From an optimization exercise on the open Yosys and OpenROAD flow, aimed at small area; shortcuts taken in it are not production practice.
At most, simulation tests tie the RTL to the original design; equivalence was not proved.
Power figures rest on the tool's default switching activity, not on a simulated workload.

Design mixer_multi_ramp, start of the top module:
module mixer_multi_ramp (
  input  logic        clk,
  input  logic        rst_n,
  input  logic        bclk,
  input  logic        lrclk,
  input  logic [3:0]  in,
  input  logic [31:0] level,
  input  logic [3:0]  mute,
  output logic        out,
  output logic [23:0] out_p,
  output logic        out_valid,
  output logic        sat
);
clock: 10.0 ns
lec_check: 0
cap_margin: 0
core_margin: 2
core_utilization: 65
gpl_timing_driven: 0
slew_margin: 0
standard.sh (not shown) runs the stock make flow with config.mk's settings and CLKGATE_MAP_FILE= SYNTH_SCRIPT=/design/flow/synth_recipe.tcl, a recipe that flattens the netlist after the stock synthesis.
==> flow/flow/run.sh <==
#!/bin/bash
# Own layout flow: the standard ORFS flow (standard.sh), with these changes:
#  - synthesis maps adders with ABC instead of the platform's full/half-adder cells, using an
#    area-oriented ABC script (flow/area.abc). It runs once for each of four ABC random seeds,
#    in parallel, and the flow continues from the run with the smallest cell area. Registers
#    are mapped exactly as in the standard synthesis (dfflibmap runs before ABC, untouched);
#  - the port buffers that placement inserts are the smallest buffer, buf_1;
#  - clock tree synthesis uses clkbuf_8 and adds no dummy load cells.
# Each synthesis run logs to synth_<seed>.log and the rest of the flow to own_flow.log (ORFS's
# own per-step logs are under orfs/logs/).
set -euo pipefail
here=$(pwd)
seeds="1 2 3 4"
for s in $seeds; do
  sed "s/SEED/$s/" flow/area.abc > "$here/area_$s.abc"
  sed "s#^  log_cmd abc {\*}\$abc_args\$#  log_cmd abc -script $here/area_$s.abc {*}\$lib_args {*}\$lib_dont_use_args#" \
    "$FLOW_HOME/scripts/synth.tcl" > "$here/synth_mod_$s.tcl"
  grep -q "area_$s.abc" "$here/synth_mod_$s.tcl"
  sed "s#source \$::env(SCRIPTS_DIR)/synth.tcl#source $here/synth_mod_$s.tcl#" synth_recipe.tcl > "$here/own_synth_$s.tcl"
  grep -q "synth_mod_$s.tcl" "$here/own_synth_$s.tcl"
  sed -e "s#SYNTH_SCRIPT=[^ ]*#SYNTH_SCRIPT=$here/own_synth_$s.tcl ADDER_MAP_FILE=#" \
      -e "s#WORK_HOME=[^ ]*#WORK_HOME=$here/syn_$s#" standard.sh > "$here/own_standard_$s.sh"
  grep -q "own_synth_$s.tcl" "$here/own_standard_$s.sh"
  bash "$here/own_standard_$s.sh" synth > "$here/synth_$s.log" 2>&1 &
done
wait
best=""
best_area=""
for s in $seeds; do
  a=$(awk '/Chip area/ {print $NF}' "$here/syn_$s/reports/sky130hd/mixer_multi_ramp/base/synth_stat.txt")
  echo "seed $s: synthesis cell area $a" >> "$here/own_flow.log"
  if [[ -z "$best" ]] || awk -v a="$a" -v b="$best_area" 'BEGIN { exit !(a < b) }'; then
    best=$s
    best_area=$a
  fi
done
echo "using seed $best" >> "$here/own_flow.log"
rm -rf "$here/orfs"
mv "$here/syn_$best" "$here/orfs"
sed -e "s#SYNTH_SCRIPT=[^ ]*#SYNTH_SCRIPT=$here/own_synth_$best.tcl ADDER_MAP_FILE=#" standard.sh > "$here/own_standard.sh"
grep -q "own_synth_$best.tcl" "$here/own_standard.sh"
export BUFFER_PORTS_ARGS="-buffer_cell sky130_fd_sc_hd__buf_1"
export CTS_ARGS="-sink_clustering_enable -repair_clock_nets -dont_use_dummy_load -buf_list sky130_fd_sc_hd__clkbuf_8"
bash "$here/own_standard.sh" >> "$here/own_flow.log" 2>&1
Other scripts of this flow, unchanged in this note and not shown: flow/flow/area.abc
The first run finished with timing, DRC and antenna clean.
Then changed:
CAP_MARGIN = 20   (was 0)
GPL_TIMING_DRIVEN = 1   (was 0)
SLEW_MARGIN = 20   (was 0)
The new run produced a clean layout.
Hold slack improved by 3.5 ps.
Flip-flop and latch count stays the same.
Power stays flat.
Sequential power stays flat.
Design area goes down by 0.58%.
Function was not checked in any run of this note: the RTL went through the layout flow alone.

========
Another version of the RTL of mixer_multi_ramp (not shown whole).
Size in the first run: ~530 cells after synthesis, about 100 flip-flops, ~5100 µm² of cells after synthesis.
==> flow/config.mk <==
export PLATFORM = sky130hd
export DESIGN_NAME = mixer_multi_ramp
export DESIGN_NICKNAME = mixer_multi_ramp
export VERILOG_FILES = /design/flow/design.v
export SDC_FILE = /design/flow/constraint.sdc
export NUM_CORES = 4
export LEC_CHECK = 0
export CAP_MARGIN = 20
export CORE_MARGIN = 2
export CORE_UTILIZATION = 74
export GPL_TIMING_DRIVEN = 0
export SLEW_MARGIN = 20
==> flow/constraint.sdc <==
create_clock -name core_clock -period 10.0 [get_ports {clk}]
set_input_delay 2.0000 -clock core_clock [delete_from_list [all_inputs] [get_ports {clk}]]
set_output_delay 2.0000 -clock core_clock [all_outputs]
set_load 0.01 [all_outputs]
==> flow/flow/area.abc <==
strash; &get -n; &deepsyn -T 60 -S SEED; &put; &get -n; &dch -f; &nf -p -R 1000; &put
Scripts as last shown in full above: flow/flow/run.sh
Change:
- CORE_UTILIZATION: 74 -> 65
Outcome: The changed run ran to the end with no violations; global-route usage drops by 6.5 points; die area rose by 13%; worst setup slack improved by 230 ps; power drops by 1.6%; hold slack barely changes; via count fell by 3.6%.
Change:
- CORE_UTILIZATION: 65 -> 70
Utilization came out higher by 5.1 points.
Final area stays flat.
Maximum frequency stays flat.
Synthesized area stays the same.
Hold slack gets worse by 5.1 ps.

========
Setup of JK:
The RTL this note starts from:
==> flow/design.v <==
module mixer_multi_ramp (
  input  logic        clk,
  input  logic        rst_n,
  input  logic        bclk,
  input  logic        lrclk,
  input  logic [3:0]  in,
  input  logic [31:0] level,
  input  logic [3:0]  mute,
  output logic        out,
  output logic [23:0] out_p,
  output logic        out_valid,
  output logic        sat
);
  logic        bclk_q, bclk_qq, lrclk_q;
  logic        rise_d;
  logic        fall, tog;
  logic        busy, act;
  logic [5:0]  cnt;
  logic [30:0] acc;
  logic [32:0] wide;
  logic        sticky, ovf;
  logic [7:0]  g [4];
  logic [9:0]  bsum;
  logic [7:0]  term [4];
  logic        first, full, res_en, rot_en, done;
  logic [1:0]  ph;
  logic [7:0]  tgt, gnew;
  logic        over;
  logic [23:0] res;
  logic        out_q;
  logic        sbit;
  assign fall = ~bclk & bclk_q;
  assign tog  = lrclk ^ lrclk_q;
  assign act  = tog | busy;
  assign rise_d = bclk_q & ~bclk_qq;
  always_ff @(posedge clk) begin
    bclk_q  <= bclk;
    bclk_qq <= bclk_q;
    lrclk_q <= lrclk;
    ph      <= rst_n ? ph + 2'd1 : 2'd0;
  end
  assign full   = cnt[5] | (cnt[4] & cnt[3]);
  assign first  = (cnt == 6'd0);
  assign res_en = act & (cnt == 6'd24);
  assign rot_en = act & full;
  assign done   = act & (cnt == 6'd39);
  always_ff @(posedge clk) begin
    if (!rst_n) begin
      cnt  <= '0;
      busy <= 1'b0;
    end else begin
      if (tog) busy <= 1'b1;
      else if (done) busy <= 1'b0;
      if (done) cnt <= '0;
      else if (act | (rise_d & ~full)) cnt <= cnt + 6'd1;
    end
  end
  always_comb begin
    for (int i = 0; i < 4; i++) term[i] = (in[2'(i) + ph] & bclk_q) ? g[i] : 8'd0;
  end
  assign bsum = ({2'b0, term[0]} + {2'b0, term[1]}) + ({2'b0, term[2]} + {2'b0, term[3]});
  assign wide = {acc[30], acc, 1'b0} + {23'b0, bsum};
  assign ovf  = (wide[32] != wide[31]) | (wide[31] != wide[30]);
  always_ff @(posedge clk) begin
    if ((rise_d | act) & ~full) begin
      if (first) begin
        acc    <= -{21'b0, bsum};
        sticky <= 1'b0;
      end else if (!sticky) begin
        acc    <= wide[30:0];
        sticky <= ovf;
      end
    end
  end
  assign tgt  = mute[ph] ? 8'd0 : level[ph*8 +: 8];
  assign gnew = (tgt > g[0]) ? g[0] + 8'd1 : (tgt < g[0]) ? g[0] - 8'd1 : g[0];
  always_ff @(posedge clk) begin
    g[0] <= g[1];
    g[1] <= rst_n ? g[2] : 8'd0;
    g[2] <= g[3];
    g[3] <= !rst_n ? 8'd0 : rot_en ? gnew : g[0];
  end
  assign over = sticky;
  assign res  = over ? {~acc[30], {23{acc[30]}}} : acc[30:7];
  always_comb begin
    sbit = 1'b0;
    for (int k = 0; k < 24; k++) if (cnt == 6'(k)) sbit = out_p[23-k];
  end
  always_ff @(posedge clk) begin
    if (!rst_n) begin
      out_p <= '0;
      sat   <= 1'b0;
      out_q <= 1'b0;
    end else begin
      if (res_en) begin
        out_p <= res;
        sat   <= over;
      end
      if (res_en)    out_q <= res[23];
      else if (fall) out_q <= sbit;
    end
  end
  assign out       = out_q;
  assign out_valid = busy & (cnt == 6'd25);
endmodule
clock: 10.0 ns
lec_check: 0
cap_margin: 20
core_margin: 2
core_utilization: 65
gpl_timing_driven: 0
slew_margin: 20
Scripts as last shown in full above: flow/flow/run.sh, flow/flow/area.abc
Every stage of the flow completed for JK, and the final layout passed the timing, DRC and antenna checks.
Inputs modified between JK and MS:
-- flow/config.mk --
<<< JK, line 8
export CAP_MARGIN = 20
export CORE_MARGIN = 2
export CORE_UTILIZATION = 65
export GPL_TIMING_DRIVEN = 0
export SLEW_MARGIN = 20
>>> MS, line 8
export CAP_MARGIN = 20
export CORE_MARGIN = 2
export CORE_UTILIZATION = 70
export GPL_TIMING_DRIVEN = 0
export SLEW_MARGIN = 20
==> notes.md <==
- MS | stages: all done | timing, DRC, antenna: all pass
- Looking at die footprint across both flows, MS is the stronger of the two, with JK trailing.
- Of JK and MS, JK shows the lower global-route usage, with MS above it.
- Comparing JK against MS, there is no change at all in largest net degree at the start of global routing.

re-timing with driven ports:
The results above use ideal ports. As a check the final layouts listed here were re-extracted and re-timed, cells and wires unchanged. Step 1 sets driving cells, clkbuf_16 on the clock port and buf_2 on the other inputs (assumed; they add their load-dependent delay and slew). Step 2 also shifts input and output timing later by t, the mid clock arrival at the registers, as if the neighbouring blocks saw the same clock. a / b / c = no drivers / after step 1 / after step 2; a / b = the first two.
| run | shift t [ns] | slack for setup (ns) | hold WS [ns] | worst register clock-pin slew, ns | worst slew at a driven data input, ns |
|---|---|---|---|---|---|
| the first run of note 1 | 0.383 | 0.322 / 0.324 / -0.059 | 0.370 / 0.370 / 0.370 | 0.11 / 0.11 | 0.04 |
| the second run of note 1 | 0.390 | 0.707 / 0.715 / 0.325 | 0.373 / 0.373 / 0.373 | 0.11 / 0.11 | 0.04 |
| the first run of note 2 | 0.400 | 0.521 / 0.521 / 0.121 | 0.351 / 0.351 / 0.351 | 0.11 / 0.11 | 0.04 |
| the second run of note 2 | 0.380 | 0.747 / 0.757 / 0.378 | 0.353 / 0.353 / 0.353 | 0.10 / 0.10 | 0.04 |
| the third run of note 2 | 0.389 | 0.733 / 0.736 / 0.347 | 0.348 / 0.348 / 0.348 | 0.11 / 0.11 | 0.04 |
| JK | 0.385 | 0.553 / 0.560 / 0.175 | 0.352 / 0.352 / 0.352 | 0.11 / 0.11 | 0.04 |
| MS | 0.395 | 0.549 / 0.560 / 0.165 | 0.345 / 0.345 / 0.345 | 0.11 / 0.11 | 0.04 |
With both steps, setup timing fails in the first run of note 1, where it was met with ideal ports. The setup slack of the first run of note 2, which loses most, moves by 0.000 ns with the drivers and by -0.400 ns with both steps.
